From an optimization exercise on the open Yosys and OpenROAD flow, aimed at small area; shortcuts taken in it are not production practice. Only simulation tests tie the RTL to the original design; equivalence was not proved. Power and IR drop assume default switching activity.

`flow/run.sh`:
```
#!/bin/bash
set -euo pipefail
export BUFFER_PORTS_ARGS="-buffer_cell sky130_fd_sc_hd__buf_1"
bash standard.sh > standard.log 2>&1
```
`standard.sh`:
```
#!/bin/bash
# synth_recipe.tcl (not shown) runs the flow's synth.tcl, then flattens the netlist and writes it again
# the make line also repeats each setting of config.mk as NAME=value (left out here)
make -C /OpenROAD-flow-scripts/flow DESIGN_CONFIG=/design/flow/config.mk WORK_HOME=/design/flow/orfs CLKGATE_MAP_FILE= SYNTH_SCRIPT=/design/flow/synth_recipe.tcl "${@:-finish}"
```
`config.mk`:
```
export PLATFORM = sky130hd
export DESIGN_NAME = regfile_sb
export DESIGN_NICKNAME = regfile_sb
export VERILOG_FILES = /design/flow/design.v
export SDC_FILE = /design/flow/constraint.sdc
export NUM_CORES = 4
export LEC_CHECK = 0
export CAP_MARGIN = 20
export CORE_MARGIN = 2
export CORE_UTILIZATION = 55
export CTS_CLUSTER_DIAMETER = 70
export CTS_CLUSTER_SIZE = 30
export SLEW_MARGIN = 20
export SYNTH_HIERARCHICAL = 1
```
`constraint.sdc`:
```
create_clock -name core_clock -period 8.0 [get_ports {Clk}]
set_input_delay 1.6000 -clock core_clock [delete_from_list [all_inputs] [get_ports {Clk}]]
set_output_delay 1.6000 -clock core_clock [all_outputs]
set_load 0.01 [all_outputs]
```
`design.v`:
```
module rf_aoi222 (
  input  logic a0, b0, a1, b1, a2, b2,
  output logic y
);
  assign y = ~((a0 & b0) | (a1 & b1) | (a2 & b2));
endmodule
module rf_nand4 (
  input  logic a, b, c, d,
  output logic y
);
  assign y = ~(a & b & c & d);
endmodule
module rf_nand3 (
  input  logic a, b, c,
  output logic y
);
  assign y = ~(a & b & c);
endmodule
module rf_nand2 (
  input  logic a, b,
  output logic y
);
  assign y = ~(a & b);
endmodule
module rf_rdout (
  input  logic p0, p1, p2,
  input  logic byp, bypn, wn,
  output logic y
);
  logic rn;
  assign rn = ~(p0 | p1 | p2);
  assign y  = ~((rn | byp) & (wn | bypn));
endmodule
module rf_oai31 (
  input  logic p0, p1, p2, bn,
  output logic y
);
  assign y = ~((p0 | p1 | p2) & bn);
endmodule
module rf_or3 (
  input  logic p0, p1, p2,
  output logic y
);
  assign y = p0 | p1 | p2;
endmodule
module rf_and2 (
  input  logic a, b,
  output logic y
);
  assign y = a & b;
endmodule
module rf_ao22 (
  input  logic a0, a1, b0, b1,
  output logic y
);
  assign y = (a0 & a1) | (b0 & b1);
endmodule
module rf_sel31 (
  input  logic [30:0] d,
  input  logic [30:0] s,
  output logic [2:0]  p
);
  logic [10:0] z;
  for (genvar k = 0; k < 10; k++) begin : gAoi
    rf_aoi222 uA (.a0(d[3*k]), .b0(s[3*k]), .a1(d[3*k+1]), .b1(s[3*k+1]),
                  .a2(d[3*k+2]), .b2(s[3*k+2]), .y(z[k]));
  end
  rf_nand2 uN2 (.a(d[30]), .b(s[30]), .y(z[10]));
  rf_nand4 uP0 (.a(z[0]), .b(z[1]), .c(z[2]), .d(z[3]), .y(p[0]));
  rf_nand4 uP1 (.a(z[4]), .b(z[5]), .c(z[6]), .d(z[7]), .y(p[1]));
  rf_nand3 uP2 (.a(z[8]), .b(z[9]), .c(z[10]), .y(p[2]));
endmodule
module rf_rdbit (
  input  logic [30:0] d,
  input  logic [30:0] s,
  input  logic        byp,
  input  logic        bypn,
  input  logic        wn,
  output logic        y
);
  logic [2:0] p;
  rf_sel31 uS (.d(d), .s(s), .p(p));
  rf_rdout uY (.p0(p[0]), .p1(p[1]), .p2(p[2]), .byp(byp), .bypn(bypn), .wn(wn), .y(y));
endmodule
module rf_dec5 (
  input  logic [4:0]  a,
  input  logic        en,
  output logic [31:1] y
);
  logic [3:0] lo;
  logic [7:0] hi;
  for (genvar j = 0; j < 4; j++) begin : gLo
    assign lo[j] = en && (a[1:0] == 2'(j));
  end
  for (genvar j = 0; j < 8; j++) begin : gHi
    assign hi[j] = (a[4:2] == 3'(j));
  end
  for (genvar i = 1; i < 32; i++) begin : gY
    assign y[i] = lo[i % 4] && hi[i / 4];
  end
endmodule
module rf_dec5n (
  input  logic [4:0]  a,
  input  logic        en,
  output logic [31:1] yn
);
  logic [3:0] lo;
  logic [7:0] hi;
  for (genvar j = 0; j < 4; j++) begin : gLo
    assign lo[j] = en && (a[1:0] == 2'(j));
  end
  for (genvar j = 0; j < 8; j++) begin : gHi
    assign hi[j] = (a[4:2] == 3'(j));
  end
  for (genvar i = 1; i < 32; i++) begin : gY
    assign yn[i] = !(lo[i % 4] && hi[i / 4]);
  end
endmodule
module rf_dec5r (
  input  logic [4:0]  a,
  output logic [31:1] y
);
  logic [3:0] lo;
  logic [7:0] hi;
  for (genvar j = 0; j < 4; j++) begin : gLo
    assign lo[j] = (a[1:0] == 2'(j));
  end
  for (genvar j = 0; j < 8; j++) begin : gHi
    assign hi[j] = (a[4:2] == 3'(j));
  end
  for (genvar i = 1; i < 32; i++) begin : gY
    assign y[i] = lo[i % 4] && hi[i / 4];
  end
endmodule
module regfile_sb #(
  parameter int unsigned DATA_W = 32,
  parameter int unsigned ADDR_W = 5,
  parameter int unsigned BYPASS = 1
) (
  input  logic                Clk,
  input  logic                Rst_n,
  input  logic                WE,
  input  logic [ADDR_W-1:0]   Rw,
  input  logic [DATA_W/8-1:0] WBE,
  input  logic [DATA_W-1:0]   busW,
  input  logic [ADDR_W-1:0]   Ra,
  input  logic [ADDR_W-1:0]   Rb,
  output logic [DATA_W-1:0]   busA,
  output logic [DATA_W-1:0]   busB,
  output logic                RdyA,
  output logic                RdyB,
  input  logic                Issue,
  input  logic [ADDR_W-1:0]   Rd,
  output logic [ADDR_W:0]     PendCnt
);
  localparam int unsigned DEPTH = 1 << ADDR_W;
  localparam int unsigned NLANE = DATA_W / 8;
  localparam logic        BYP   = (BYPASS != 0);
  logic [DATA_W-1:0] regs [1:DEPTH-1];
  logic [DATA_W-1:0] regsNext [1:DEPTH-1];
  logic [DEPTH-1:1]  pend;
  logic [DEPTH-1:1]  wselN, wselR0, dsel, selA0, selA1, selB0, selB1;
  logic [NLANE-1:0]  wbeR, wbeW;
  logic [DATA_W-1:0] wbit0, wbit1, wn;
  logic [NLANE-1:0]  lnA, lnB, lnAn, lnBn;
  logic              wrEn, isEn;
  logic              bypA, bypB, bypAn, bypBn;
  logic [2:0]        pA, pB, pRw, pRd;
  logic              pendRw, pendRd;
  logic              incr, decr;
  assign wrEn = WE && (Rw != '0);
  assign isEn = Issue && (Rd != '0);
  rf_dec5n uDecW  (.a(Rw), .en(WE),    .yn(wselN));
  rf_dec5  uDecD  (.a(Rd), .en(Issue), .y(dsel));
  rf_dec5r uDecA0 (.a(Ra), .y(selA0));
  rf_dec5r uDecA1 (.a(Ra), .y(selA1));
  rf_dec5r uDecB0 (.a(Rb), .y(selB0));
  rf_dec5r uDecB1 (.a(Rb), .y(selB1));
  for (genvar l = 0; l < NLANE; l++) begin : gWbe
    assign wbeR[l] = WBE[l] || !Rst_n;
    assign wbeW[l] = WBE[l] && Rst_n;
  end
  for (genvar b = 0; b < DATA_W; b++) begin : gWb
    rf_and2 uW0 (.a(busW[b]), .b(wbeW[b/8]), .y(wbit0[b]));
    rf_and2 uW1 (.a(busW[b]), .b(wbeW[b/8]), .y(wbit1[b]));
    assign wn[b] = !busW[b];
  end
  for (genvar i = 1; i < DEPTH; i++) begin : gReg
    logic [1:0] wselR;
    rf_nand2 uS0 (.a(wselN[i]), .b(Rst_n), .y(wselR[0]));
    rf_nand2 uS1 (.a(wselN[i]), .b(Rst_n), .y(wselR[1]));
    assign wselR0[i] = wselR[0];
    for (genvar l = 0; l < NLANE; l++) begin : gLane
      logic holdN;
      rf_nand2 uHn (.a(wselR[l/2]), .b(wbeR[l]), .y(holdN));
      for (genvar b = 8*l; b < 8*l+8; b++) begin : gBit
        rf_ao22 uH (.a0(wselR[l/2]), .a1(i < 16 ? wbit0[b] : wbit1[b]), .b0(holdN),
                    .b1(regs[i][b]), .y(regsNext[i][b]));
      end
    end
    always_ff @(posedge Clk) regs[i] <= regsNext[i];
    always_ff @(posedge Clk) begin
      pend[i] <= (Rst_n && dsel[i]) || (pend[i] && !wselR[0]);
    end
  end
  assign bypA  = BYP && Rst_n && wrEn && (Rw == Ra);
  assign bypB  = BYP && Rst_n && wrEn && (Rw == Rb);
  assign bypAn = !bypA;
  assign bypBn = !bypB;
  for (genvar l = 0; l < NLANE; l++) begin : gLn
    assign lnA[l]  = bypA && WBE[l];
    assign lnB[l]  = bypB && WBE[l];
    assign lnAn[l] = !(bypA && WBE[l]);
    assign lnBn[l] = !(bypB && WBE[l]);
  end
  for (genvar b = 0; b < DATA_W; b++) begin : gRd
    logic [30:0] col;
    for (genvar i = 1; i < DEPTH; i++) begin : gCol
      assign col[i-1] = regs[i][b];
    end
    rf_rdbit uA (.d(col), .s(b < 16 ? selA0 : selA1), .byp(lnA[b/8]), .bypn(lnAn[b/8]),
                 .wn(wn[b]), .y(busA[b]));
    rf_rdbit uB (.d(col), .s(b < 16 ? selB0 : selB1), .byp(lnB[b/8]), .bypn(lnBn[b/8]),
                 .wn(wn[b]), .y(busB[b]));
  end
  rf_sel31 uPA  (.d(pend), .s(selA0), .p(pA));
  rf_sel31 uPB  (.d(pend), .s(selB1), .p(pB));
  rf_sel31 uPRw (.d(pend), .s(wselR0), .p(pRw));
  rf_sel31 uPRd (.d(pend), .s(dsel), .p(pRd));
  rf_oai31 uRA  (.p0(pA[0]), .p1(pA[1]), .p2(pA[2]), .bn(bypAn), .y(RdyA));
  rf_oai31 uRB  (.p0(pB[0]), .p1(pB[1]), .p2(pB[2]), .bn(bypBn), .y(RdyB));
  rf_or3   uORw (.p0(pRw[0]), .p1(pRw[1]), .p2(pRw[2]), .y(pendRw));
  rf_or3   uORd (.p0(pRd[0]), .p1(pRd[1]), .p2(pRd[2]), .y(pendRd));
  assign incr = isEn && !pendRd;
  assign decr = wrEn && pendRw && !(isEn && (Rd == Rw));
  always_ff @(posedge Clk) begin
    if (!Rst_n)             PendCnt <= '0;
    else if (incr && !decr) PendCnt <= PendCnt + 1'b1;
    else if (decr && !incr) PendCnt <= PendCnt - 1'b1;
  end
endmodule
```
==> impl_results.md, run 1 <==
* Outcome: no timing/DRC/antenna violations
* Total number of vias at approximately 43000
* Skew-Pair Late Insertion Delay at roughly 0.67 ns
* Final Skew at 0.01662 ns
* Fmax at 151.8 MHz
* CP max FO at 17
* Flop2flop setup slack at 4.15 ns
* Final setup violation count at 0
* Resized Gates After CTS at 0
* CTS Buf Count at 50
* Fraction of layout cells with a size suffix above 1 at 6.725%
* Vias in the first global route at approximately 38000
* Worst hold path type: reg2reg
* Final min period at 6.586 ns
* Slew headroom at 20.03%
* LEAKAGE at 0.01768 uW
* WS Path Type: in2out
* Seq pwr share at between 50% and 60%
* Hold_buf cts at 0
* Post-Route WL at approximately 180000 um
* Num rows at 101
* Layout area overhead at 10.89%
* Mapped cell area at 0.04199 sq mm
* Sequential fraction of the synthesis area at 49.06%
* Avg Inst Size Synth at 10.88 sq um
* R2R depth at 11
* Initial core utilization at a little under three fifths
* RSZ-0062 raised after global routing: false
* First drt pass iteration count at 19
* GRT Residual Overflow at 0
* Total core area at roughly 0.076 sq mm
* Yosys warnings at 10
* Die H at 280.3 um
* Cells after DPL at approximately 5100
* Reg2reg end: PendCnt[5]
* Gpl congestion at 1.067
* Vias/cell at just over 8
* GRT Resource Usage Total at approximately 42%
* Reg area at 0.02060 sq mm
* Most common cell in the synthesized netlist: dfxtp_1
* Synthesized Nets at 3925
* Worst vdd ir at about 0.00023 V
* Port Buffers at 131
* # H-tree levels at 2
* Hpwl dp at 122200 um
* # fillers at 6239
* Setup TNS at 0 ns
* Max Cap Viol at 0
* First-pass GRT wire length at 256700 um
* WP data required at between 6 and 7 ns
* Die ar. at 0.07858 sq mm
* Initial antenna violation count at 7
* Crit share post-route at 82.32%
* Post-CTS setup buffers at 0
* I/O Pins at 132
* Final Hold Fails at 0
* Post-synth top flop: dfxtp_1
* Root buffer cell: clkbuf_16
* P per Cell Area at 225.5 mW/mm^2
* DR DRC count at 0
* Pint at ~7400 uW
* Nets at 4240
* Pin count of the biggest net entering global routing at 64
* FFs w/ async S/R, synth at 0%
* Crit. End Element: output pin
* Die W at 280.3 um
* Worst-path clk slew at 0.10 ns
* Top cell type's share of synthesized area at 49.06%
* Synth cell types at 51
* Cells on Worst Hold Path at 1
* Hold Crit Start: regs[1][29]
* Seq cells post-synth at about 1000
* Clk buf depth at 3
* Dominant cell type by area after synthesis: dfxtp_1
* Arrival time of the worst setup path at 4.99 ns
* Psw at 3130 uW
* Non-Filler Instances at 5188
* CTS tree: built
* Multi-input gate area at 0.02104 sq mm
* Clk pwr share at slightly above 30%
* Ranking of synthesized cells by area: dfxtp_1 (49%), a22o_1 (21%), a222oi_1 (16%), nand2_1 (2.9%), nand4_1 (2.1%)
* CP startpoint kind: primary input
* Reg2reg start: pend[1]
* Commonest cells post-synth: dfxtp_1 (1029), a22o_1 (992), a222oi_1 (680)
* Post-synthesis instance total at 3859
* Clock sink count at roughly 1000
* WHS Endpoint: regs[1][29]
* Logic gate share of total power at 12.5%
* Routed Antenna Nets at 0
* Final Max Slew Viols at 0
* Net Sw Frac at 29.81%
* Per-cell routed wire length at 34.02 um
* Number of synthesized flops with an enable pin at 0
* Worst Max-Slew Pin Slew at about 1.2 ns
* First DRT Iteration DRCs at roughly 11000
-- per-stage QoR --
stage / instance area, sq um / power (uW) / hold slack, ns / worst slack [ns] / utilization (%)
floorplan: 41990 / 6690 / 0.4615 / 3.222 / -
global placement: 44770 / 7184 / 0.4740 / 1.672 / 59.05
detailed placement: 44770 / 7250 / 0.4784 / 1.637 / 59.05
CTS: 46540 / 10410 / 0.5087 / 1.612 / 61.38
global route: 46560 / 10780 / 0.5195 / 1.434 / 61.41
finish: 46560 / 10500 / 0.5120 / 1.414 / 61.41
-- logic make-up after synthesis --
family	share of synthesized area (%)
multiplexers	0.02384
AO/OA/AOI/OAI	38.51
adder cells (fa/ha/maj)	0.1967
flip-flops	49.06
AND/OR/NAND/NOR	10.97
XOR/XNOR	0.3754
buffers and inverters	0.8671
-- state kept, by name, summed over array words and instances (netlist names) --
| name | cells |
|---|---|
| PendCnt | 6 |
| pend | 31 |
| regs | 992 |
-- per-module statistics from Yosys (local to each module, per instance), a selection --
| module | cells | copies in the design | flip-flops and latches | area [sq um] |
|---|---|---|---|---|
| rf_nand4 | 1 | 136 | 0 | 6.256 |
| rf_and2 | 1 | 64 | 0 | 6.256 |
| rf_nand2 | 1 | 254 | 0 | 3.754 |
| regfile_sb | 1254 | 1 | 1029 | 21800 |
| rf_or3 | 1 | 2 | 0 | 6.256 |
| rf_dec5 | 46 | 1 | 0 | 226.5 |
| rf_dec5n | 49 | 1 | 0 | 301.5 |
| rf_nand3 | 1 | 68 | 0 | 5.005 |
| rf_dec5r | 46 | 4 | 0 | 217.7 |
-- power by group through the flow --
stage | clock network (uW) | registers, uW | logic (uW)
floorplan | 0 | 5910 | 782
global placement | 0 | 5970 | 1210
detailed placement | 0 | 6000 | 1250
CTS | 3270 | 5890 | 1250
global route | 3450 | 5960 | 1370
finish | 3270 | 5920 | 1320
-- how the worst max path moves through the flow --
stage / start / end / slack, ns
after floorplan: Ra[0] / busA[0] / 3.22
after global placement: Ra[3] / busA[24] / 1.67
after detailed placement: Ra[3] / busA[27] / 1.64
after CTS: Ra[3] / busA[27] / 1.61
after global routing: Rb[3] / busB[25] / 1.43
final: Rb[3] / busB[25] / 1.41
-- cells in the final DEF (no fill, tap or decap), types with 12 or more instances in the layout --
cell / count
dfxtp_1: 1029
a22o_1: 992
a222oi_1: 680
nand2_1: 328
nor2_1: 157
buf_4: 157
nand4_1: 139
buf_1: 129
nand3_1: 87
and2_1: 72
inv_1: 66
nor3_1: 65
o22ai_1: 64
clkbuf_16: 53
o21ai_0: 31
nand2b_1: 14
or3b_4: 12
nand3b_1: 12
-- worst max-delay path, stage by stage --
cell      delay [ns]
buf_1           0.64
buf_4           0.28
or3b_4          0.41
nor2_1          0.83
a222oi_1        0.23
nand4_1         0.26
nor3_1          0.08
o22ai_1         0.43
buf_1           0.21
-- cell type report --
cell class / count / share of cell area, %
inverter: 66 / 0.5320
multi-input combinational: 2739 / 45.19
clock buffer: 55 / 2.907
sequential: 1029 / 44.24
clock inverter: 31 / 0.8921
timing repair buffer: 288 / 3.598
tap: 978 / 2.628
antenna: 2 / 0.01075
-- metal layers --
metal | part of all wire [%] | global-route usage [%] | vias up
met5 | 0.037 | 0 | -
met1 | 39 | 62.27 | 20960
li1 | - | - | 17690
met4 | 3.2 | 9.557 | 10
met2 | 39 | 57.34 | 4018
met3 | 18 | 17.53 | 474
==> inputs of run 2 (changes only) <==
--- a/config.mk
+++ b/config.mk
@@ -12,2 +12,3 @@
 export CTS_CLUSTER_SIZE = 30
+export GPL_TIMING_DRIVEN = 0
 export SLEW_MARGIN = 20
==> run 2 against run 1 <==
Net effect: still clean on timing, DRC and antenna; first-iteration DRC count increased by 3.6%; die area unchanged; global-route usage decreased by 0.30 points; combinational power about the same; cell area decreased by 1.0%; area after synthesis unchanged; routed wire length decreased by 0.12%; power about the same; core utilization decreased by 0.62 points; via count decreased by 0.73%; sequential cell count unchanged; maximum frequency decreased by 5.8%.
==> impl_results.md, run 2 <==
* Outcome: no timing/DRC/antenna violations
* WP data required at 6.40 ns (about the same)
* Seq cells post-synth at 1029 (unchanged)
* Max Cap Viol at 0 (unchanged)
* Crit. End Element: output pin
* Mapped cell area at 0.04199 sq mm (unchanged)
* Synth Area in Adders at 0.1967% (unchanged)
* GRT Resource Usage Total at 42.15% (-0.30 points)
* R2R depth at 11 (unchanged)
* Gpl congestion at 1.069 (+0.22%)
* # H-tree levels at 2 (unchanged)
* Crit share post-route at 87.38% (+5.1 points)
* Post-synthesis compound-gate area fraction at 38.51% (unchanged)
* Die H at 280.3 um (unchanged)
* Top Registers: regs (992), pend (31), PendCnt (6)
* Slew headroom at 16.03% (-4.0 points)
* Mux contribution to synthesized area at 0.02384% (unchanged)
* Post-Route WL at 176300 um (-0.12%)
* Final Skew at 0.01988 ns (+0.003263 ns)
* Metal2 WL at 71510 um (+3.5%)
* LEAKAGE at 0.01704 uW (-3.6%)
* Final Hold Fails at 0 (unchanged)
* Avg Inst Size Synth at 10.88 sq um (unchanged)
* Number of synthesized flops with an enable pin at 0 (unchanged)
* Total core area at 0.07582 sq mm (unchanged)
* CTS tree: built
* Initial core utilization at 55.38% (unchanged)
* Dominant cell type by area after synthesis: dfxtp_1
* Logic gate share of total power at 12.5% (about the same)
* Initial antenna violation count at 13 (+6)
* Final Max Slew Viols at 0 (unchanged)
* Top cell type's share of synthesized area at 49.06% (unchanged)
* WS Path Type: in2out
* Seq pwr share at 56.3% (about the same)
* First DRT Iteration DRCs at 11800 (+3.6%)
* Per-cell routed wire length at 34.70 um (+2.0%)
* Flop2flop setup slack at 4.01 ns (-0.14 ns)
* Post-synthesis instance total at 3859 (unchanged)
* Num rows at 101 (unchanged)
* Cells on Worst Hold Path at 2 (+1)
* Resized Gates After CTS at 0 (unchanged)
* P per Cell Area at 227.8 mW/mm^2 (+1.0%)
* Clk buf depth at 3 (unchanged)
* Pin count of the biggest net entering global routing at 50 (-22%)
* First-pass GRT wire length at 254500 um (-0.87%)
* Setup TNS at 0 ns (unchanged)
* Final setup violation count at 0 (unchanged)
* Pint at 7356 uW (-0.19%)
* Nets at 4128 (-2.6%)
* CTS Buf Count at 51 (+2.0%)
* Final min period at 6.990 ns (+0.4044 ns)
* Hpwl dp at 122600 um (+0.34%)
* Top routing layer in use: met5
* Vias in the first global route at 38540 (+0.26%)
* RSZ-0062 raised after global routing: false
* Commonest cells post-synth: dfxtp_1 (1029), a22o_1 (992), a222oi_1 (680)
* Arrival time of the worst setup path at 5.39 ns (+0.40 ns)
* Hold_buf cts at 0 (unchanged)
* Most common cell after layout, fill and taps aside: dfxtp_1
* Xor/xnor share of the synthesized area at 0.3754% (unchanged)
* CP max FO at 17 (unchanged)
* Vias/cell at 8.431 (+1.4%)
* FFs w/ async S/R, synth at 0% (unchanged)
* Routed Antenna Nets at 0 (unchanged)
* CP startpoint kind: primary input
* Ranking of synthesized cells by area: dfxtp_1 (49%), a22o_1 (21%), a222oi_1 (16%), nand2_1 (2.9%), nand4_1 (2.1%)
* Worst Max-Slew Pin Slew at 1.253 ns (+0.05755 ns)
* Met1 WL at 69090 um (-0.33%)
* Port Buffers at 131 (unchanged)
* Layout area overhead at 9.764%
* Worst vdd ir at 0.0002095 V (-7.7%)
* Power, Total at 10500 uW (about the same)
* # fillers at 6217 (-0.35%)
* I/O Pins at 132 (unchanged)
* Max reg flops at 992 (unchanged)
* Yosys warnings at 10 (unchanged)
* Net Sw Frac at 29.94% (+0.13 points)
* Sequential fraction of the synthesis area at 49.06% (unchanged)
* Skew-Pair Late Insertion Delay at 0.67 ns (about the same)
* Reg2reg start: pend[4]
* Post-synth top flop: dfxtp_1
* Clock sink count at 1029 (unchanged)
* Psw at 3144 uW (+0.45%)
* Worst hold path type: reg2reg
* Post-CTS setup buffers at 0 (unchanged)
* Root buffer cell: clkbuf_16
* Synth Area in Simple Gates at 10.97% (unchanged)
* Synthesized Nets at 3925 (unchanged)
* Worst-path clk slew at 0.10 ns (about the same)
* GRT Residual Overflow at 0 (unchanged)
* Largest Register: regs
* Largest family of logic cells by synthesized area: compound AO/OA/AOI/OAI gates
* First drt pass iteration count at 14 (-5)
* WHS Endpoint: PendCnt[2]
* Die ar. at 0.07858 sq mm (unchanged)
* Routed met3 length at 30810 um (-4.7%)
* Clk pwr share at 31.3% (+0.2 points)
* Hold Crit Start: PendCnt[2]
* Most common cell in the synthesized netlist: dfxtp_1
* Total number of vias at 42830 (-0.73%)
* Die W at 280.3 um (unchanged)
* Most frequent cells in the layout: dfxtp_1 (1029), a22o_1 (992), a222oi_1 (680), nand2_1 (328), nand4_1 (139)
* Reg2reg end: PendCnt[5]
* Fraction of layout cells with a size suffix above 1 at 6.685% (-0.041 points)
* DR DRC count at 0 (unchanged)
* Synth cell types at 51 (unchanged)
* Fmax at 143.1 MHz (-5.8%)
## run 2: how the worst max path moves through the flow
stage                from          to  depth (start not counted)
floorplan           Ra[0]     busA[0]                          7
global placement    Rst_n  PendCnt[5]                         13
detailed placement  Ra[3]     busA[1]                          8
CTS                 Ra[3]     busA[1]                          8
global route        Rb[0]    busB[22]                          9
finish              Rb[0]    busB[22]                          9
## run 2: layer usage
metal,GRT usage [%],vias to the layer above
met5,0,-
met3,16.82,393
li1,-,17480
met4,9.009,18
met2,58.87,3970
met1,60.73,20970
## run 2: kinds of logic (layout without fill, tap and decap cells)
| group | count (synthesis) | count (layout) |
|---|---|---|
| adders and majority gates | 6 | 6 |
| and+or+nand+nor | 933 | 933 |
| buffers and inverters | 91 | 331 |
| other | 0 | 3 |
| DFF | 1029 | 1029 |
| AOI/OAI and AO/OA | 1781 | 1781 |
| xor gates and xnor gates | 18 | 18 |
| muxes | 1 | 1 |
## run 2: power by group through the flow
| stage | Combinational [uW] | Sequential (uW) | Clock (uW) |
|---|---|---|---|
| floorplan | 782 | 5910 | 0 |
| global placement | 1180 | 5960 | 0 |
| detailed placement | 1240 | 6000 | 0 |
| CTS | 1240 | 5890 | 3280 |
| global route | 1350 | 5950 | 3470 |
| finish | 1310 | 5910 | 3280 |
## run 2: through the flow
stage | instances | utilization (%) | hold slack, ns | area (sq um) | setup WS (ns)
floorplan | 3859 | - | 0.4615 | 41990 | 3.222
global placement | 4968 | 57.65 | 0.4735 | 43710 | 0.08566
detailed placement | 4985 | 58.32 | 0.4756 | 44220 | 1.271
CTS | 5075 | 60.69 | 0.5039 | 46020 | 1.260
global route | 5077 | 60.78 | 0.5206 | 46090 | 1.024
finish | 5080 | 60.79 | 0.5017 | 46090 | 1.010
## run 2: modules after synthesis, one instance, submodules excluded, a selection
| module | copies in the design | area (sq um) |
|---|---|---|
| rf_aoi222 | 680 | 10.01 |
| rf_oai31 | 2 | 12.51 |
| rf_nand2 | 254 | 3.754 |
| rf_nand3 | 68 | 5.005 |
| rf_and2 | 64 | 6.256 |
| rf_ao22 | 992 | 8.758 |
| rf_or3 | 2 | 6.256 |
| rf_dec5 | 1 | 226.5 |
| rf_nand4 | 136 | 6.256 |
| regfile_sb | 1 | 21800 |
| rf_dec5r | 4 | 217.7 |
## run 2: area by class of cell
type | instances | area (sq um) | area share (%)
well taps | 978 | 1224 | 2.655
plain buffers | 25 | 116.4 | 0.2525
multi-input cells | 2739 | 21340 | 46.29
clock inverters | 36 | 459.2 | 0.9962
clock buffers | 54 | 1340 | 2.907
diodes | 3 | 7.507 | 0.01629
repair buffers | 150 | 762.0 | 1.653
flip-flops and latches | 1029 | 20600 | 44.69
inverters | 66 | 247.7 | 0.5375
## run 2: critical path, cell delays in order
cell	delay, ns
buf_1	0.43
nand2b_1	0.19
clkbuf_1	0.76
nor2_2	0.42
a222oi_1	0.63
nand4_1	0.39
nor3_1	0.56
o22ai_1	0.24
buf_1	0.18
==> inputs of run 3 (changes only) <==
==> flow/run.sh (replaced) <==
#!/bin/bash
set -euo pipefail
export BUFFER_PORTS_ARGS="-buffer_cell sky130_fd_sc_hd__buf_1"
export CTS_ARGS="-sink_clustering_enable -repair_clock_nets -sink_clustering_size 30 -sink_clustering_max_diameter 70 -dont_use_dummy_load"
bash standard.sh > standard.log 2>&1
==> run 3 against run 2 <==
Net effect: die area unchanged; power fell by 4.7%; critical endpoint is now busA[1]; area after synthesis stayed put; global-route usage barely moved; count of clock-buffer cells in the layout down 3; register-to-register slack gained 0.10 ns; core utilization is 0.67 points lower; hold slack worse by 0.0021 ns; cell count fell by 0.73%; combinational power about the same; still clean on timing, DRC and antenna.
==> impl_results.md, run 3 <==
* Outcome: no timing/DRC/antenna violations
* WS Path Type: in2out
* Power, Total at 10000 uW (-4.7%)
* Avg Inst Size Synth at 10.88 sq um (unchanged)
* Ranking of synthesized cells by area: dfxtp_1 (49%), a22o_1 (21%), a222oi_1 (16%), nand2_1 (2.9%), nand4_1 (2.1%)
* # fillers at 6278 (+0.98%)
* Gpl congestion at 1.069 (unchanged)
* Slew headroom at 12.25% (-3.8 points)
* Multi-input gate area at 0.02133 sq mm (about the same)
* P per Cell Area at 219.4 mW/mm^2 (-3.7%)
* Post-CTS setup buffers at 0 (unchanged)
* Arrival time of the worst setup path at 5.28 ns (-0.11 ns)
* Crit share post-route at 85.96% (-1.4 points)
* FFs w/ async S/R, synth at 0% (unchanged)
* Final Core Density at 60.12% (-0.67 points)
* Hold_buf cts at 0 (unchanged)
* Cells on Worst Hold Path at 2 (unchanged)
* LEAKAGE at 0.01681 uW (-1.4%)
* Post-synthesis instance total at 3859 (unchanged)
* Root buffer cell: clkbuf_16
* Flop2flop setup slack at 4.11 ns (+0.10 ns)
* Top cell type's share of synthesized area at 49.06% (unchanged)
* Crit. End Element: output pin
* Initial antenna violation count at 15 (+2)
* First-pass GRT wire length at 254400 um (about the same)
* First DRT Iteration DRCs at 11230 (-4.9%)
* Most frequent cells in the layout: dfxtp_1 (1029), a22o_1 (992), a222oi_1 (680), nand2_1 (328), nand4_1 (139)
* Fraction of layout cells with a size suffix above 1 at 5.785% (-0.90 points)
* CTS Buf Count at 51 (unchanged)
* Final Skew at 0.03851 ns (+0.01863 ns)
* Final setup violation count at 0 (unchanged)
* Setup TNS at 0 ns (unchanged)
* Die W at 280.3 um (unchanged)
* Most common cell after layout, fill and taps aside: dfxtp_1
* Vias/cell at 8.461 (+0.36%)
* WP data required at 6.40 ns (about the same)
* Synth cell types at 51 (unchanged)
* Fmax at 145.4 MHz (+1.6%)
* Total number of vias at 42670 (-0.37%)
* Final Hold Fails at 0 (unchanged)
* Initial core utilization at 55.38% (unchanged)
* Final Max Slew Viols at 0 (unchanged)
* Max reg flops at 992 (unchanged)
* Most common cell in the synthesized netlist: dfxtp_1
* # H-tree levels at 2 (unchanged)
* Final min period at 6.877 ns (-0.1134 ns)
* Die ar. at 0.07858 sq mm (unchanged)
* Reg area at 0.02060 sq mm (unchanged)
* Hold Crit Start: PendCnt[2]
* CTS tree: built
* Clk buf depth at 3 (unchanged)
* Max Cap Viol at 0 (unchanged)
* Dominant cell type by area after synthesis: dfxtp_1
* DR DRC count at 0 (unchanged)
* CP startpoint kind: primary input
* Num rows at 101 (unchanged)
* Sequential fraction of the synthesis area at 49.06% (unchanged)
* Place WS at 1.271 ns (unchanged)
* Setup slack after layout at 1.123 ns (+0.1134 ns)
* WHS Endpoint: PendCnt[2]
* Per-cell routed wire length at 34.80 um (+0.31%)
* Layout area overhead at 8.554%
* Seq cells post-synth at 1029 (unchanged)
* Clock sink count at 1029 (unchanged)
* Vias in the first global route at 38480 (-0.15%)
* Reg2reg end: PendCnt[5]
* Mapped cell area at 0.04199 sq mm (unchanged)
* GRT Resource Usage Total at 42.16% (about the same)
* Port Buffers at 131 (unchanged)
* Number of synthesized flops with an enable pin at 0 (unchanged)
* First drt pass iteration count at 14 (unchanged)
* Routed Antenna Nets at 0 (unchanged)
* Worst vdd ir at 0.0002089 V (-0.29%)
* Commonest cells post-synth: dfxtp_1 (1029), a22o_1 (992), a222oi_1 (680)
* Hpwl dp at 122600 um (unchanged)
* R2R depth at 11 (unchanged)
* Worst hold path type: reg2reg
* Pin count of the biggest net entering global routing at 50 (unchanged)
* Post-synth top flop: dfxtp_1
* Reg2reg start: pend[4]
* Post-Route WL at 175500 um (-0.42%)
* Die H at 280.3 um (unchanged)
* Synthesized Nets at 3925 (unchanged)
* RSZ-0062 raised after global routing: false
* I/O Pins at 132 (unchanged)
* Yosys warnings at 10 (unchanged)
* Total core area at 0.07582 sq mm (unchanged)
* Largest Register: regs
* Worst Max-Slew Pin Slew at 1.309 ns (+0.05643 ns)
* Nets at 4130 (+0.048%)
* CP max FO at 17 (unchanged)
* Top Registers: regs (992), pend (31), PendCnt (6)
* Resized Gates After CTS at 0 (unchanged)
* GRT Residual Overflow at 0 (unchanged)
* Worst-path clk slew at 0.09 ns (about the same)
* Skew-Pair Late Insertion Delay at 0.66 ns (about the same)
[run 3: cell counts after synthesis]
Identical to the previous run, type by type.
[run 3: worst max path at each step]
stage | start | slack [ns] | cells after the start | endpoint
after global routing | Rb[0] | 1.13 | 9 | busB[22]
after floorplan | Ra[0] | 3.22 | 7 | busA[0]
after detailed placement | Ra[3] | 1.27 | 8 | busA[1]
final | Ra[0] | 1.12 | 9 | busA[1]
after global placement | Rst_n | 0.09 | 13 | PendCnt[5]
after CTS | Ra[3] | 1.26 | 8 | busA[1]
[run 3: per-module statistics from Yosys (local to each module, per instance), a selection]
module	flops+latches	copies in the design
rf_and2	0	64
rf_ao22	0	992
rf_dec5n	0	1
rf_nand2	0	254
rf_oai31	0	2
rf_rdout	0	64
rf_aoi222	0	680
rf_nand3	0	68
rf_dec5r	0	4
rf_or3	0	2
[run 3: critical path, cell delays in order]
cell and delay [ns]:
buf_1 0.31, nand2b_1 0.16, clkbuf_1 0.70, nor2_2 0.38, a222oi_1 0.63, nand4_1 0.38
nor3_1 0.61, o22ai_1 0.29, buf_1 0.21
[run 3: cells by family after synthesis]
kind of cell	after synthesis	synth area share, %
multiplexers	1	0.02384
AO/OA/AOI/OAI	1781	38.51
adder cells (fa/ha/maj)	6	0.1967
XOR/XNOR	18	0.3754
flip-flops	1029	49.06
buffers and inverters	91	0.8671
AND/OR/NAND/NOR	933	10.97
[run 3: per-stage QoR]
step / area [sq um] / hold slack (ns) / instances
floorplan: 41990 / 0.4615 / 3859
global placement: 43710 / 0.4735 / 4968
detailed placement: 44220 / 0.4756 / 4985
CTS: 45490 / 0.4972 / 5036
global route: 45580 / 0.5174 / 5040
finish: 45590 / 0.4996 / 5043
[run 3: power by group]
part           switching [uW]  total, uW  internal [uW]
Combinational             858       1310            452
Sequential                359       5910           5550
Clock                    1650       2790           1140
[run 3: layout make-up]
| cell class | instances | area share (%) |
|---|---|---|
| well taps | 978 | 2.684 |
| inverters | 66 | 0.5435 |
| clock buffers | 51 | 2.800 |
| repair buffers | 152 | 1.710 |
| flip-flops and latches | 1029 | 45.19 |
| plain buffers | 25 | 0.2553 |
| multi-input cells | 2739 | 46.80 |
| diodes | 3 | 0.01647 |
[run 3: metal layers]
layer  vias up  GRT usage [%]  wire length (um)
met5         -              0               196
met2      3885          59.01             71510
met1     20940          60.39             68280
li1      17440              -                 -
met3       392          17.29             30980
met4        20          8.872              4546
==> inputs of run 4 (changes only) <==
--- a/design.v
+++ b/design.v
@@ -44,2 +44,8 @@
   assign y = p0 | p1 | p2;
+endmodule
+module rf_orn (
+  input  logic a, bn,
+  output logic y
+);
+  assign y = a | ~bn;
 endmodule
@@ -84,50 +90,63 @@
 endmodule
-module rf_dec5 (
-  input  logic [4:0]  a,
-  input  logic        en,
+module rf_pre (
+  input  logic [4:0] a,
+  output logic [3:0] lon,
+  output logic [7:0] hin
+);
+  for (genvar j = 0; j < 4; j++) begin : gLo
+    assign lon[j] = !(a[1:0] == 2'(j));
+  end
+  for (genvar j = 0; j < 8; j++) begin : gHi
+    assign hin[j] = !(a[4:2] == 3'(j));
+  end
+endmodule
+module rf_pre_ef (
+  input  logic [4:0] a,
+  input  logic       en,
+  input  logic       frc,
+  output logic [3:0] lon,
+  output logic [7:0] hin
+);
+  for (genvar j = 0; j < 4; j++) begin : gLo
+    assign lon[j] = !((en && (a[1:0] == 2'(j))) || frc);
+  end
+  for (genvar j = 0; j < 8; j++) begin : gHi
+    assign hin[j] = !((a[4:2] == 3'(j)) || frc);
+  end
+endmodule
+module rf_pre_e (
+  input  logic [4:0] a,
+  input  logic       en,
+  output logic [3:0] lon,
+  output logic [7:0] hin
+);
+  for (genvar j = 0; j < 4; j++) begin : gLo
+    assign lon[j] = !(en && (a[1:0] == 2'(j)));
+  end
+  for (genvar j = 0; j < 8; j++) begin : gHi
+    assign hin[j] = !(a[4:2] == 3'(j));
+  end
+endmodule
+module rf_fin4 (
+  input  logic [3:0] lon,
+  input  logic       hin,
+  output logic [3:0] y
+);
+  assign y = ~(lon | {4{hin}});
+endmodule
+module rf_fin3 (
+  input  logic [3:1] lon,
+  input  logic       hin,
+  output logic [3:1] y
+);
+  assign y = ~(lon | {3{hin}});
+endmodule
+module rf_fin (
+  input  logic [3:0]  lon,
+  input  logic [7:0]  hin,
   output logic [31:1] y
 );
-  logic [3:0] lo;
-  logic [7:0] hi;
-  for (genvar j = 0; j < 4; j++) begin : gLo
-    assign lo[j] = en && (a[1:0] == 2'(j));
-  end
-  for (genvar j = 0; j < 8; j++) begin : gHi
-    assign hi[j] = (a[4:2] == 3'(j));
-  end
-  for (genvar i = 1; i < 32; i++) begin : gY
-    assign y[i] = lo[i % 4] && hi[i / 4];
-  end
-endmodule
-module rf_dec5n (
-  input  logic [4:0]  a,
-  input  logic        en,
-  output logic [31:1] yn
-);
-  logic [3:0] lo;
-  logic [7:0] hi;
-  for (genvar j = 0; j < 4; j++) begin : gLo
-    assign lo[j] = en && (a[1:0] == 2'(j));
-  end
-  for (genvar j = 0; j < 8; j++) begin : gHi
-    assign hi[j] = (a[4:2] == 3'(j));
-  end
-  for (genvar i = 1; i < 32; i++) begin : gY
-    assign yn[i] = !(lo[i % 4] && hi[i / 4]);
-  end
-endmodule
-module rf_dec5r (
-  input  logic [4:0]  a,
-  output logic [31:1] y
-);
-  logic [3:0] lo;
-  logic [7:0] hi;
-  for (genvar j = 0; j < 4; j++) begin : gLo
-    assign lo[j] = (a[1:0] == 2'(j));
-  end
-  for (genvar j = 0; j < 8; j++) begin : gHi
-    assign hi[j] = (a[4:2] == 3'(j));
-  end
-  for (genvar i = 1; i < 32; i++) begin : gY
-    assign y[i] = lo[i % 4] && hi[i / 4];
+  rf_fin3 uG0 (.lon(lon[3:1]), .hin(hin[0]), .y(y[3:1]));
+  for (genvar j = 1; j < 8; j++) begin : gG
+    rf_fin4 uG (.lon(lon), .hin(hin[j]), .y(y[4*j+3:4*j]));
   end
@@ -161,4 +180,4 @@
   logic [DEPTH-1:1]  pend;
-  logic [DEPTH-1:1]  wselN, wselR0, dsel, selA0, selA1, selB0, selB1;
-  logic [NLANE-1:0]  wbeR, wbeW;
+  logic [DEPTH-1:1]  wselR0, wselR1, dsel, selA0, selA1, selB0, selB1;
+  logic [NLANE-1:0]  wbeW;
   logic [DATA_W-1:0] wbit0, wbit1, wn;
@@ -172,10 +191,22 @@
   assign isEn = Issue && (Rd != '0);
-  rf_dec5n uDecW  (.a(Rw), .en(WE),    .yn(wselN));
-  rf_dec5  uDecD  (.a(Rd), .en(Issue), .y(dsel));
-  rf_dec5r uDecA0 (.a(Ra), .y(selA0));
-  rf_dec5r uDecA1 (.a(Ra), .y(selA1));
-  rf_dec5r uDecB0 (.a(Rb), .y(selB0));
-  rf_dec5r uDecB1 (.a(Rb), .y(selB1));
+  logic [3:0] wLon, dLon, aLon, bLon;
+  logic [7:0] wHin, dHin, aHin, bHin;
+  logic       rst, isEnR;
+  logic [NLANE-1:0] wbeR0, wbeR1;
+  assign rst   = !Rst_n;
+  assign isEnR = Issue && Rst_n;
+  rf_pre_ef uPreW (.a(Rw), .en(WE), .frc(rst), .lon(wLon), .hin(wHin));
+  rf_fin    uFinW0 (.lon(wLon), .hin(wHin), .y(wselR0));
+  rf_fin    uFinW1 (.lon(wLon), .hin(wHin), .y(wselR1));
+  rf_pre_e  uPreD (.a(Rd), .en(isEnR), .lon(dLon), .hin(dHin));
+  rf_fin    uFinD (.lon(dLon), .hin(dHin), .y(dsel));
+  rf_pre    uPreA (.a(Ra), .lon(aLon), .hin(aHin));
+  rf_fin    uFinA0 (.lon(aLon), .hin(aHin), .y(selA0));
+  rf_fin    uFinA1 (.lon(aLon), .hin(aHin), .y(selA1));
+  rf_pre    uPreB (.a(Rb), .lon(bLon), .hin(bHin));
+  rf_fin    uFinB0 (.lon(bLon), .hin(bHin), .y(selB0));
+  rf_fin    uFinB1 (.lon(bLon), .hin(bHin), .y(selB1));
   for (genvar l = 0; l < NLANE; l++) begin : gWbe
-    assign wbeR[l] = WBE[l] || !Rst_n;
+    rf_orn uE0 (.a(WBE[l]), .bn(Rst_n), .y(wbeR0[l]));
+    rf_orn uE1 (.a(WBE[l]), .bn(Rst_n), .y(wbeR1[l]));
     assign wbeW[l] = WBE[l] && Rst_n;
@@ -189,8 +220,7 @@
     logic [1:0] wselR;
-    rf_nand2 uS0 (.a(wselN[i]), .b(Rst_n), .y(wselR[0]));
-    rf_nand2 uS1 (.a(wselN[i]), .b(Rst_n), .y(wselR[1]));
-    assign wselR0[i] = wselR[0];
+    assign wselR[0] = wselR0[i];
+    assign wselR[1] = wselR1[i];
     for (genvar l = 0; l < NLANE; l++) begin : gLane
       logic holdN;
-      rf_nand2 uHn (.a(wselR[l/2]), .b(wbeR[l]), .y(holdN));
+      rf_nand2 uHn (.a(wselR[l/2]), .b(i < 16 ? wbeR0[l] : wbeR1[l]), .y(holdN));
       for (genvar b = 8*l; b < 8*l+8; b++) begin : gBit
@@ -202,3 +232,3 @@
     always_ff @(posedge Clk) begin
-      pend[i] <= (Rst_n && dsel[i]) || (pend[i] && !wselR[0]);
+      pend[i] <= dsel[i] || (pend[i] && !wselR[0]);
     end
==> flow/run.sh (replaced) <==
#!/bin/bash
set -euo pipefail
export BUFFER_PORTS_ARGS="-buffer_cell sky130_fd_sc_hd__buf_1"
export CTS_ARGS="-sink_clustering_enable -repair_clock_nets -dont_use_dummy_load -buf_list sky130_fd_sc_hd__clkbuf_8 -sink_clustering_size 16 -sink_clustering_max_diameter 70"
bash standard.sh > standard.log 2>&1
--- a/config.mk
+++ b/config.mk
@@ -9,5 +9,3 @@
 export CORE_MARGIN = 2
-export CORE_UTILIZATION = 55
-export CTS_CLUSTER_DIAMETER = 70
-export CTS_CLUSTER_SIZE = 30
+export CORE_UTILIZATION = 65
 export GPL_TIMING_DRIVEN = 0
==> run 4 against run 3 <==
Net effect: highest routed layer unchanged; via count up 1.8%; cell area down 1.1%; maximum frequency down 6.0%; largest cell class unchanged; still clean on timing, DRC and antenna; critical endpoint is now PendCnt[5].
==> impl_results.md, run 4 <==
* Final min period at 7.314 ns (+0.4373 ns)
* DR DRC count at 0 (unchanged)
* Top cell type's share of synthesized area at 49.63% (+0.58 points)
* Mapped cell area at 0.04151 sq mm (-1.2%)
* WP data required at 8.62 ns (+2.22 ns)
* Max Cap Viol at 0 (unchanged)
* Final Max Slew Viols at 0 (unchanged)
* Worst Max-Slew Pin Slew at 1.356 ns (+0.04732 ns)
* Post-CTS setup buffers at 0 (unchanged)
* WS Path Type: in2reg
* Reg2reg start: pend[13]
* # fillers at 4529 (-28%)
* P per Cell Area at 225.6 mW/mm^2 (+2.8%)
* Total core area at 0.06308 sq mm (-17%)
* LEAKAGE at 0.01683 uW (about the same)
* Commonest cells post-synth: dfxtp_1 (1029), a22o_1 (992), a222oi_1 (680)
* Outcome: no timing/DRC/antenna violations
* Total number of vias at 43430 (+1.8%)
* Clock sink count at 1029 (unchanged)
* Initial core utilization at 65.80% (+10 points)
* First DRT Iteration DRCs at 11540 (+2.8%)
* Most frequent cells in the layout: dfxtp_1 (1029), a22o_1 (992), a222oi_1 (680), nand2_1 (206), nor2_2 (179)
* Die W at 256.7 um (-8.4%)
* Grt met3 use at 14.92% (-2.4 points)
* Placement Cell Area at 0.04391 sq mm (-0.70%)
* Power, Total at 10170 uW (+1.7%)
* Yosys warnings at 10 (unchanged)
* Final Cell Area at 0.04510 sq mm (-1.1%)
* Per-cell routed wire length at 35.80 um (+2.9%)
* Seq cells post-synth at 1029 (unchanged)
* Flop2flop setup slack at 3.94 ns (-0.17 ns)
* Pin count of the biggest net entering global routing at 21 (-58%)
* Ranking of synthesized cells by area: dfxtp_1 (50%), a22o_1 (21%), a222oi_1 (16%), nand4_1 (2.1%), nor2_1 (2.0%)
* RSZ-0062 raised after global routing: false
* Crit. End Element: flop
* First-pass GRT wire length at 252800 um (-0.61%)
* Gpl congestion at 1.088 (+1.7%)
* Fmax at 136.7 MHz (-6.0%)
* Fraction of layout cells with a size suffix above 1 at 7.954% (+2.2 points)
* Setup TNS at 0 ns (unchanged)
* Top Registers: regs (992), pend (31), PendCnt (6)
* Cells on Worst Hold Path at 1 (-1)
* Routed Antenna Nets at 0 (unchanged)
* Gr busiest metal: met2
* Vias/cell at 8.953 (+5.8%)
* FFs w/ async S/R, synth at 0% (unchanged)
* Largest Register: regs
* Nets at 4066 (-1.5%)
* Arrival time of the worst setup path at 7.94 ns (+2.66 ns)
* Max incr delay on CP at 0.85 ns (+0.15 ns)
* Post-synthesis instance total at 3759 (-2.6%)
* Final setup violation count at 0 (unchanged)
* CP delay by family, top: compound AO/OA/AOI/OAI gates
* Slew headroom at 9.569% (-2.7 points)
* GRT Resource Usage Total at 49.73% (+7.6 points)
* Most common cell after layout, fill and taps aside: dfxtp_1
* Synthesized Nets at 3825 (-2.5%)
* Layout area overhead at 8.658% (about the same)
* Max reg flops at 992 (unchanged)
* Setup slack after layout at 0.6858 ns (-0.4373 ns)
* Crit share post-route at 91.43% (+5.5 points)
* R2R depth at 12 (+1)
* # H-tree levels at 3 (+1)
* Die ar. at 0.06589 sq mm (-16%)
* CP max stage cell: a31oi_1
* CP startpoint kind: primary input
* Final Skew at 0.04049 ns (+0.001975 ns)
* CTS tree: built
* CP bufs+invs at 4 (+1)
* Most common cell in the synthesized netlist: dfxtp_1
* Place WS at 0.5516 ns (-0.7196 ns)
* Worst-path clk slew at 0.10 ns (about the same)
* Die H at 256.7 um (-8.4%)
* Post-Route WL at 173700 um (-1.0%)
* Hold Crit Start: regs[31][7]
* Clk buf depth at 3 (unchanged)
* Num rows at 92 (-8.9%)
* Root buffer cell: clkbuf_8
* Hpwl dp at 114800 um (-6.4%)
* Grt met1 use at 61.53% (+1.1 points)
* Met2 Usage GRT at 72.20% (+13 points)
* CP max FO at 20 (+3)
* Initial antenna violation count at 22 (+7)
* Final Hold Fails at 0 (unchanged)
* Dominant cell type by area after synthesis: dfxtp_1
* Port Buffers at 131 (unchanged)
* I/O Pins at 132 (unchanged)
* Skew-Pair Late Insertion Delay at 0.75 ns (+0.09 ns)
* Hold_buf cts at 0 (unchanged)
* Sequential fraction of the synthesis area at 49.63% (+0.58 points)
* Resized Gates After CTS at 0 (unchanged)
* Vias in the first global route at 39700 (+3.2%)
* GRT Residual Overflow at 0 (unchanged)
* Worst-path cell chain: buf_1 -> inv_1 -> buf_2 -> a31oi_1 -> nor2_2 -> a222oi_1 -> nand4_1 -> or3_1 -> or3b_1 -> ha_1 -> inv_1 -> ha_1 -> a211oi_1 -> o31a_1 -> nor3_1 -> a311oi_1
* WHS Endpoint: regs[31][7]
* Post-synth top flop: dfxtp_1
* Avg Inst Size Synth at 11.04 sq um (+1.5%)
* Number of synthesized flops with an enable pin at 0 (unchanged)
* First drt pass iteration count at 23 (+9)
* Reg2reg end: PendCnt[5]
* Worst vdd ir at 0.0002365 V (+13%)
* Synth cell types at 41 (-20%)
* Worst hold path type: reg2reg
* CTS Buf Count at 74 (+45%)
==> run 4: cell count changes in the layout (fill, tap and decap cells not counted), sizes merged, moves of 4 or more <==
cell / delta
buf: +13
nor2: +62
o21ai: -31
a21o: +31
diode: +4
nand3: -8
a31oi: +12
nand2: -121
inv: +5
==> run 4: worst register-to-register path: cells and delay by family (launching register included) <==
family | cells | cell delay [ns]
and+or+nand+nor | 4 | 0.89
buffers and inverters | 2 | 0.49
AOI/OAI and AO/OA | 4 | 1.62
DFF | 1 | 0.36
adders and majority gates | 2 | 0.58
==> run 4: cell type report <==
class	instances	area [sq um]	share of cell area [%]
clock buffers	74	1018	2.258
plain buffers	3	12.51	0.02774
diodes	7	17.52	0.03884
flip-flops and latches	1029	20600	45.68
multi-input cells	2656	21220	47.05
well taps	846	1059	2.347
repair buffers	165	908.4	2.014
inverters	71	266.5	0.5909
==> run 4: cells by family (layout without fill, tap and decap cells) <==
logic type / Yosys count / in the layout / share of synthesized area (%)
other: 0 / 7 / 0
and+or+nand+nor: 838 / 838 / 9.761
buffers and inverters: 74 / 313 / 0.6722
DFF: 1029 / 1029 / 49.63
AOI/OAI and AO/OA: 1793 / 1793 / 39.33
xor gates and xnor gates: 18 / 18 / 0.3798
muxes: 1 / 1 / 0.02412
adders and majority gates: 6 / 6 / 0.1990
==> run 4: power by group <==
part	internal (uW)	switching [uW]
registers	5680	474
logic	558	983
clock network	834	1640
total	7070	3100
==> run 4: modules after synthesis, one instance, submodules excluded, a selection <==
module,flip-flops and latches,copies in the design,cell area [sq um],cells inside
regfile_sb,1029,1,21720,1216
rf_pre_e,0,1,88.84,12
rf_rdout,0,64,11.26,2
rf_fin3,0,7,11.26,3
rf_aoi222,0,680,10.01,1
rf_orn,0,8,6.256,1
==> run 4: through the flow <==
| step | hold slack [ns] | std cells | utilization (%) |
|---|---|---|---|
| floorplan | 0.4615 | 3759 | - |
| detailed placement | 0.4758 | 4764 | 69.61 |
| global route | 0.5210 | 4847 | 71.48 |
| finish | 0.5072 | 4851 | 71.50 |
| global placement | 0.4735 | 4736 | 68.26 |
| CTS | 0.5017 | 4838 | 71.23 |
==> run 4: routing by layer <==
layer	share of wire (%)	up-vias
li1	-	17210
met1	33	20480
met2	41	4626
met3	15	1092
met4	10	28
met5	0.12	-
==> run 4: worst max-delay path by stage <==
stage	start	cells after the start	to
final	Rst_n	16	PendCnt[5]
after floorplan	Rst_n	15	PendCnt[5]
after CTS	Rst_n	16	PendCnt[5]
after global routing	Rst_n	16	PendCnt[5]
after global placement	Rst_n	16	PendCnt[5]
after detailed placement	Rst_n	16	PendCnt[5]
==> inputs of run 5 (changes only) <==
--- a/config.mk
+++ b/config.mk
@@ -9,3 +9,3 @@
 export CORE_MARGIN = 2
-export CORE_UTILIZATION = 65
+export CORE_UTILIZATION = 60
 export GPL_TIMING_DRIVEN = 0
==> run 5 against run 4 <==
Net effect: clock power hardly changed; sequential share of layout area decreased by 0.14 points; sequential power hardly changed; still clean on timing, DRC and antenna.
==> impl_results.md, run 5 <==
* Outcome: no timing/DRC/antenna violations
* Top cell type's share of synthesized area at 49.63% (unchanged)
* Root buffer cell: clkbuf_8
* Clk buf depth at 3 (unchanged)
* Fraction of layout cells with a size suffix above 1 at 8.004% (+0.050 points)
* First DRT Iteration DRCs at 10360 (-10%)
* Routed Antenna Nets at 0 (unchanged)
* Setup TNS at 0 ns (unchanged)
* Avg Inst Size Synth at 11.04 sq um (unchanged)
* Initial core utilization at 60.52% (-5.3 points)
* # fillers at 5257 (+16%)
* Dominant cell type by area after synthesis: dfxtp_1
* Final min period at 7.293 ns (-0.02104 ns)
* First drt pass iteration count at 22 (-4.3%)
* Vias/cell at 8.735 (-2.4%)
* Most common cell in the synthesized netlist: dfxtp_1
* Hpwl dp at 118600 um (+3.3%)
* Hold Crit Start: regs[31][18]
* WS Path Type: in2reg
* Nets at 4066 (unchanged)
* WHS Endpoint: regs[31][18]
* Crit. End Element: flop
* Port Buffers at 131 (unchanged)
* Worst-path clk slew at 0.09 ns (about the same)
* Multi-input gate area at 0.02122 sq mm (unchanged)
* Synthesized Nets at 3825 (unchanged)
* Resized Gates After CTS at 0 (unchanged)
* Top Registers: regs (992), pend (31), PendCnt (6)
* Hold_buf cts at 0 (unchanged)
* Arrival time of the worst setup path at 7.90 ns (-0.04 ns)
* Post-CTS setup buffers at 0 (unchanged)
* Layout area overhead at 9.001%
* Post-Route WL at 176500 um (+1.6%)
* Final Max Slew Viols at 0 (unchanged)
* Vias in the first global route at 39990 (+0.73%)
* Max Cap Viol at 0 (unchanged)
* Ranking of synthesized cells by area: dfxtp_1 (50%), a22o_1 (21%), a222oi_1 (16%), nand4_1 (2.1%), nor2_1 (2.0%)
* R2R depth at 11 (-1)
* Per-cell routed wire length at 35.74 um (-0.18%)
* First-pass GRT wire length at 257600 um (+1.9%)
* Max incr delay on CP at 0.88 ns (+0.03 ns)
* WP data required at 8.60 ns (-0.02 ns)
* Crit share post-route at 91.16% (-0.26 points)
* Total core area at 0.06859 sq mm (+8.7%)
* Post-synth top flop: dfxtp_1
* Die W at 267.0 um (+4.0%)
* Flop2flop setup slack at 4.19 ns (+0.25 ns)
* Num rows at 96 (+4.3%)
* Skew-Pair Late Insertion Delay at 0.73 ns (-0.02 ns)
* Die ar. at 0.07130 sq mm (+8.2%)
* Pin count of the biggest net entering global routing at 21 (unchanged)
* Worst-path cell chain: buf_1 -> inv_1 -> buf_2 -> a31oi_1 -> nor2_2 -> a222oi_1 -> nand4_1 -> or3_1 -> or3b_1 -> ha_1 -> inv_1 -> ha_1 -> a211oi_1 -> o31a_1 -> nor3_1 -> a311oi_1
* Worst vdd ir at 0.0001813 V (-23%)
* CP max stage cell: a31oi_1
* Clock sink count at 1029 (unchanged)
* I/O Pins at 132 (unchanged)
* # H-tree levels at 3 (unchanged)
* Cells on Worst Hold Path at 1 (unchanged)
* Fmax at 137.1 MHz (+0.29%)
* Final Hold Fails at 0 (unchanged)
* CP startpoint kind: primary input
* Reg2reg start: pend[25]
* Slew headroom at 18.66% (+9.1 points)
* Yosys warnings at 10 (unchanged)
* Seq cells post-synth at 1029 (unchanged)
* Reg area at 0.02060 sq mm (unchanged)
* DR DRC count at 0 (unchanged)
* RSZ-0062 raised after global routing: false
* GRT Residual Overflow at 0 (unchanged)
* Most common cell after layout, fill and taps aside: dfxtp_1
* Final Skew at 0.04125 ns (+0.0007615 ns)
* Mapped cell area at 0.04151 sq mm (unchanged)
* Commonest cells post-synth: dfxtp_1 (1029), a22o_1 (992), a222oi_1 (680)
* Initial antenna violation count at 16 (-27%)
* Max reg flops at 992 (unchanged)
* Largest Register: regs
* Number of synthesized flops with an enable pin at 0 (unchanged)
* LEAKAGE at 0.01684 uW (+0.10%)
* GRT Resource Usage Total at 47.47% (-2.3 points)
* Worst hold path type: reg2reg
* Gpl congestion at 1.045 (-4.0%)
* CP max FO at 20 (unchanged)
* Die H at 267.0 um (+4.0%)
* Total number of vias at 43140 (-0.68%)
* Final hold slack at 0.5075 ns (+0.0002880 ns)
* FFs w/ async S/R, synth at 0% (unchanged)
* Reg2reg end: PendCnt[5]
* Most frequent cells in the layout: dfxtp_1 (1029), a22o_1 (992), a222oi_1 (680), nand2_1 (205), nor2_2 (180)
* Final setup violation count at 0 (unchanged)
* Worst Max-Slew Pin Slew at 1.216 ns (-0.1408 ns)
* Post-synthesis instance total at 3759 (unchanged)
* Synth cell types at 41 (unchanged)
* CTS Buf Count at 75 (+1.4%)
* Sequential fraction of the synthesis area at 49.63% (unchanged)
* P per Cell Area at 225.5 mW/mm^2 (about the same)
* CTS tree: built
## run 5: changes by cell type in the layout (fill, tap and decap cells not counted), sizes merged
| cell | delta |
|---|---|
| diode | +2 |
| buf | -1 |
| clkbuf | +1 |
## run 5: through the flow
step / area [sq um] / worst slack [ns] / std cells / total power (uW) / util [%]
finish: 45240 / 0.7068 / 4938 / 10200 / 65.96
global placement: 43160 / -0.6075 / 4821 / 7522 / 62.93
CTS: 45130 / 1.161 / 4928 / 10070 / 65.80
floorplan: 41510 / 2.646 / 3759 / 7035 / -
global route: 45230 / 0.6208 / 4932 / 10460 / 65.94
detailed placement: 44100 / 0.5535 / 4853 / 7686 / 64.30
## run 5: cell type report
cell class | instances | area share [%]
buffer | 3 | 0.02766
inverter | 71 | 0.5891
sequential | 1029 | 45.53
clock buffer | 75 | 2.282
timing repair buffer | 164 | 2.047
antenna | 9 | 0.04978
tap | 931 | 2.575
multi-input combinational | 2656 | 46.90
## run 5: worst max-delay path by stage
stage | from | end | cells past startpoint
finish | Rst_n | PendCnt[5] | 16
global route | Rst_n | PendCnt[5] | 16
CTS | Rb[1] | busB[19] | 8
detailed placement | Rst_n | PendCnt[5] | 16
global placement | Rst_n | PendCnt[5] | 16
floorplan | Rst_n | PendCnt[5] | 15
## run 5: cell families (layout without fill, tap and decap cells)
family                     Yosys count  count (layout)  share of synthesized area [%]
AOI/OAI and AO/OA                 1793            1793                          39.33
xor gates and xnor gates            18              18                         0.3798
other                                0               9                              0
and+or+nand+nor                    838             838                          9.761
adders and majority gates            6               6                         0.1990
muxes                                1               1                        0.02412
DFF                               1029            1029                          49.63
buffers and inverters               74             313                         0.6722
## run 5: power breakdown
part           internal [uW]  switching [uW]
Clock                    845            1650
Combinational            563             991
Sequential              5680             472
## run 5: critical path, delay by kind of cell
family | cells | cell delay [ns]
AND/OR/NAND/NOR | 5 | 1.64
adder cells (fa/ha/maj) | 2 | 0.56
AO/OA/AOI/OAI | 5 | 2.32
buffers and inverters | 4 | 1.76
## run 5: routing by layer
metal	vias up	GRT usage, %	routed length (um)
li1	17210	-	-
met1	20700	57.22	58810
met2	4259	71.20	75140
met3	948	12.69	24370
met4	24	38.73	17930
met5	-	0.8316	238
## run 5: Yosys stat by module (local to each module, per instance), excerpt
module | cells inside | copies in the design | flops+latches | cell area, sq um
regfile_sb | 1216 | 1 | 1029 | 21720
rf_ao22 | 1 | 992 | 0 | 8.758
rf_fin3 | 3 | 7 | 0 | 11.26
rf_nand2 | 1 | 192 | 0 | 3.754
rf_nand3 | 1 | 68 | 0 | 5.005
rf_oai31 | 1 | 2 | 0 | 12.51
rf_rdout | 2 | 64 | 0 | 11.26
==> inputs of run 6 (changes only) <==
--- a/config.mk
+++ b/config.mk
@@ -9,3 +9,3 @@
 export CORE_MARGIN = 2
-export CORE_UTILIZATION = 60
+export CORE_UTILIZATION = 70
 export GPL_TIMING_DRIVEN = 0
==> run 6 against run 5 <==
Net effect: still clean; power is 0.26% lower; critical path depth is 8 lower; cell area is 0.65% lower.
==> impl_results.md, run 6 <==
* Outcome: no timing/DRC/antenna violations
* Skew-Pair Late Insertion Delay at 0.73 ns (about the same)
* Vias/cell at 9.246 (+5.8%)
* Reg2reg end: PendCnt[5]
* Final hold slack at 0.5087 ns (+0.001160 ns)
* Worst hold path type: reg2reg
* Crit share post-route at 89.73% (-1.4 points)
* Nets at 4062 (-0.098%)
* Worst-path cell chain: buf_1 -> or3b_1 -> nor2_2 -> a222oi_1 -> nand4_1 -> nor3_1 -> o22ai_1 -> buf_1
* CP max stage cell: nor3_1
* # H-tree levels at 3 (unchanged)
* Top Registers: regs (992), pend (31), PendCnt (6)
* Resized Gates After CTS at 0 (unchanged)
* Hold_buf cts at 0 (unchanged)
* Worst setup path startpoint: Rb[3]
* Die W at 247.5 um (-7.3%)
* Root buffer cell: clkbuf_8
* GRT Resource Usage Total at 53.89% (+6.4 points)
* Final Max Slew Viols at 0 (unchanged)
* Yosys warnings at 10 (unchanged)
* First DRT Iteration DRCs at 12480 (+20%)
* First-pass GRT wire length at 252300 um (-2.0%)
* CTS Buf Count at 74 (-1.3%)
* Fmax at 139.3 MHz (+1.6%)
* CP startpoint kind: primary input
* Clk buf depth at 3 (unchanged)
* Port Buffers at 131 (unchanged)
* Total core area at 0.05880 sq mm (-14%)
* Initial core utilization at 70.59% (+10 points)
* Mapped cell area at 0.04151 sq mm (unchanged)
* Max Cap Viol at 0 (unchanged)
* Most common cell after layout, fill and taps aside: dfxtp_1
* Per-cell routed wire length at 36.07 um (+0.91%)
* Hpwl dp at 113400 um (-4.4%)
* Most common cell in the synthesized netlist: dfxtp_1
* FFs w/ async S/R, synth at 0% (unchanged)
* I/O Pins at 132 (unchanged)
* Cells on Worst Hold Path at 1 (unchanged)
* Max incr delay on CP at 0.78 ns (-0.10 ns)
* Num rows at 89 (-7.3%)
* GRT Residual Overflow at 0 (unchanged)
* Routed Antenna Nets at 0 (unchanged)
* WS Path Type: in2out
* Post-synth top flop: dfxtp_1
* Avg Inst Size Synth at 11.04 sq um (unchanged)
* Final setup violation count at 0 (unchanged)
* Crit. End Element: output pin
* Placement Cell Area at 0.04376 sq mm (-0.78%)
* Final Cell Area at 0.04495 sq mm (-0.65%)
* Commonest cells post-synth: dfxtp_1 (1029), a22o_1 (992), a222oi_1 (680)
* Worst-path clk slew at 0.10 ns (about the same)
* Gpl congestion at 1.100 (+5.2%)
* Worst vdd ir at 0.0002101 V (+16%)
* Flop2flop setup slack at 3.67 ns (-0.52 ns)
* Dominant cell type by area after synthesis: dfxtp_1
* Reg2reg start: pend[1]
* Slew headroom at 17.35% (-1.3 points)
* Most frequent cells in the layout: dfxtp_1 (1029), a22o_1 (992), a222oi_1 (680), nand2_1 (206), nor2_2 (179)
* Layout area overhead at 8.296%
* Clock sink count at 1029 (unchanged)
* WP data required at 6.40 ns (-2.20 ns)
* Ranking of synthesized cells by area: dfxtp_1 (50%), a22o_1 (21%), a222oi_1 (16%), nand4_1 (2.1%), nor2_1 (2.0%)
* Top cell by count, worst path: buf_1
* Die H at 247.5 um (-7.3%)
* Final min period at 7.178 ns (-0.1151 ns)
* Fraction of layout cells with a size suffix above 1 at 7.862% (-0.14 points)
* Synth cell types at 41 (unchanged)
* CTS tree: built
* R2R depth at 11 (unchanged)
* Post-Route WL at 172400 um (-2.3%)
* Arrival time of the worst setup path at 5.58 ns (-2.32 ns)
* Non-Filler Instances at 4780 (-3.2%)
* WHS Endpoint: regs[20][13]
* Worst Max-Slew Pin Slew at 1.233 ns (+0.01742 ns)
* Seq cells post-synth at 1029 (unchanged)
* Vias in the first global route at 40330 (+0.86%)
* Total number of vias at 44190 (+2.5%)
* LEAKAGE at 0.01680 uW (-0.24%)
* Top cell type's share of synthesized area at 49.63% (unchanged)
* Sequential fraction of the synthesis area at 49.63% (unchanged)
* Max reg flops at 992 (unchanged)
* First drt pass iteration count at 17 (-23%)
* Initial antenna violation count at 24 (+8)
* Synthesized Nets at 3825 (unchanged)
* CP max FO at 17 (-15%)
* Largest Register: regs
* P per Cell Area at 226.4 mW/mm^2 (+0.39%)
* Cells after DPL at 4690 (-3.4%)
* Die ar. at 0.06126 sq mm (-14%)
* Final Hold Fails at 0 (unchanged)
* Post-CTS setup buffers at 0 (unchanged)
* DR DRC count at 0 (unchanged)
* Pin count of the biggest net entering global routing at 21 (unchanged)
* Hold Crit Start: regs[20][13]
* Post-synthesis instance total at 3759 (unchanged)
* Final Core Density at 76.45% (+10 points)
* Number of synthesized flops with an enable pin at 0 (unchanged)
* RSZ-0062 raised after global routing: false
* Final Skew at 0.02397 ns (-0.01728 ns)
## run 6: power breakdown
part           switching (uW)  leakage [uW]  internal (uW)
combinational             984       0.00780            558
clock                    1630      0.000532            835
sequential                484       0.00847           5680
total                    3100        0.0168           7070
## run 6: area by class of cell
class | count | area [sq um]
multi-input combinational | 2656 | 21200
sequential | 1029 | 20600
tap | 773 | 967.2
buffer | 3 | 12.51
timing repair buffer | 161 | 854.6
clock buffer | 74 | 1018
antenna | 13 | 32.53
inverter | 71 | 266.5
fill | 3952 | 13850
## run 6: cells by family (layout without fill, tap and decap cells)
| kind of cell | count (synthesis) | after routing | synth area share [%] |
|---|---|---|---|
| fa+ha+maj | 6 | 6 | 0.1990 |
| simple gates | 838 | 838 | 9.761 |
| xor+xnor | 18 | 18 | 0.3798 |
| flops | 1029 | 1029 | 49.63 |
| mux | 1 | 1 | 0.02412 |
| other cells | 0 | 13 | 0 |
| compound gates | 1793 | 1793 | 39.33 |
| buf+inv | 74 | 309 | 0.6722 |
## run 6: through the flow
step / setup TNS [ns] / setup slack [ns] / power [uW]
finish: 0 / 0.8219 / 10180
global route: 0 / 0.8334 / 10400
CTS: 0 / 1.112 / 9985
detailed placement: 0 / 0.4741 / 7662
global placement: -1.289 / -0.4923 / 7490
floorplan: 0 / 2.646 / 7035
## run 6: per-layer routing
layer	track usage [%]	up-vias	share of wire [%]
met1	64.50	20580	31
met5	0.5564	-	0.073
met4	46.69	16	12
met3	17.83	1344	16
met2	77.71	5029	41
li1	-	17220	-
## run 6: worst max-delay path: cells and delay by family
family          cells  cell delay, ns
simple gates        4            2.24
buf+inv             2            0.76
compound gates      2            0.95
## run 6: how the worst max path moves through the flow
stage,end,slack [ns]
6_report,busB[19],0.82
5_1_grt,busB[23],0.83
4_1_cts,busA[23],1.11
3_5_place_dp,PendCnt[5],0.47
3_3_place_gp,PendCnt[5],-0.49
2_1_floorplan,PendCnt[5],2.65
## run 6: modules after synthesis (local to each module, per instance), a selection
module	cells	cell area, sq um
rf_or3	1	6.256
rf_fin4	4	15.01
rf_rdout	2	11.26
rf_pre	12	82.58
rf_ao22	1	8.758
rf_nand4	1	6.256
rf_nand2	1	3.754
rf_and2	1	6.256
rf_fin3	3	11.26

Check on run 6: ideal ports give 0.822 ns setup slack; a clkbuf_16 on the clock port and buf_2 on the inputs give 0.772 ns; moving port delays by the midpoint clock arrival (0.789 ns) as well gives 0.097 ns.
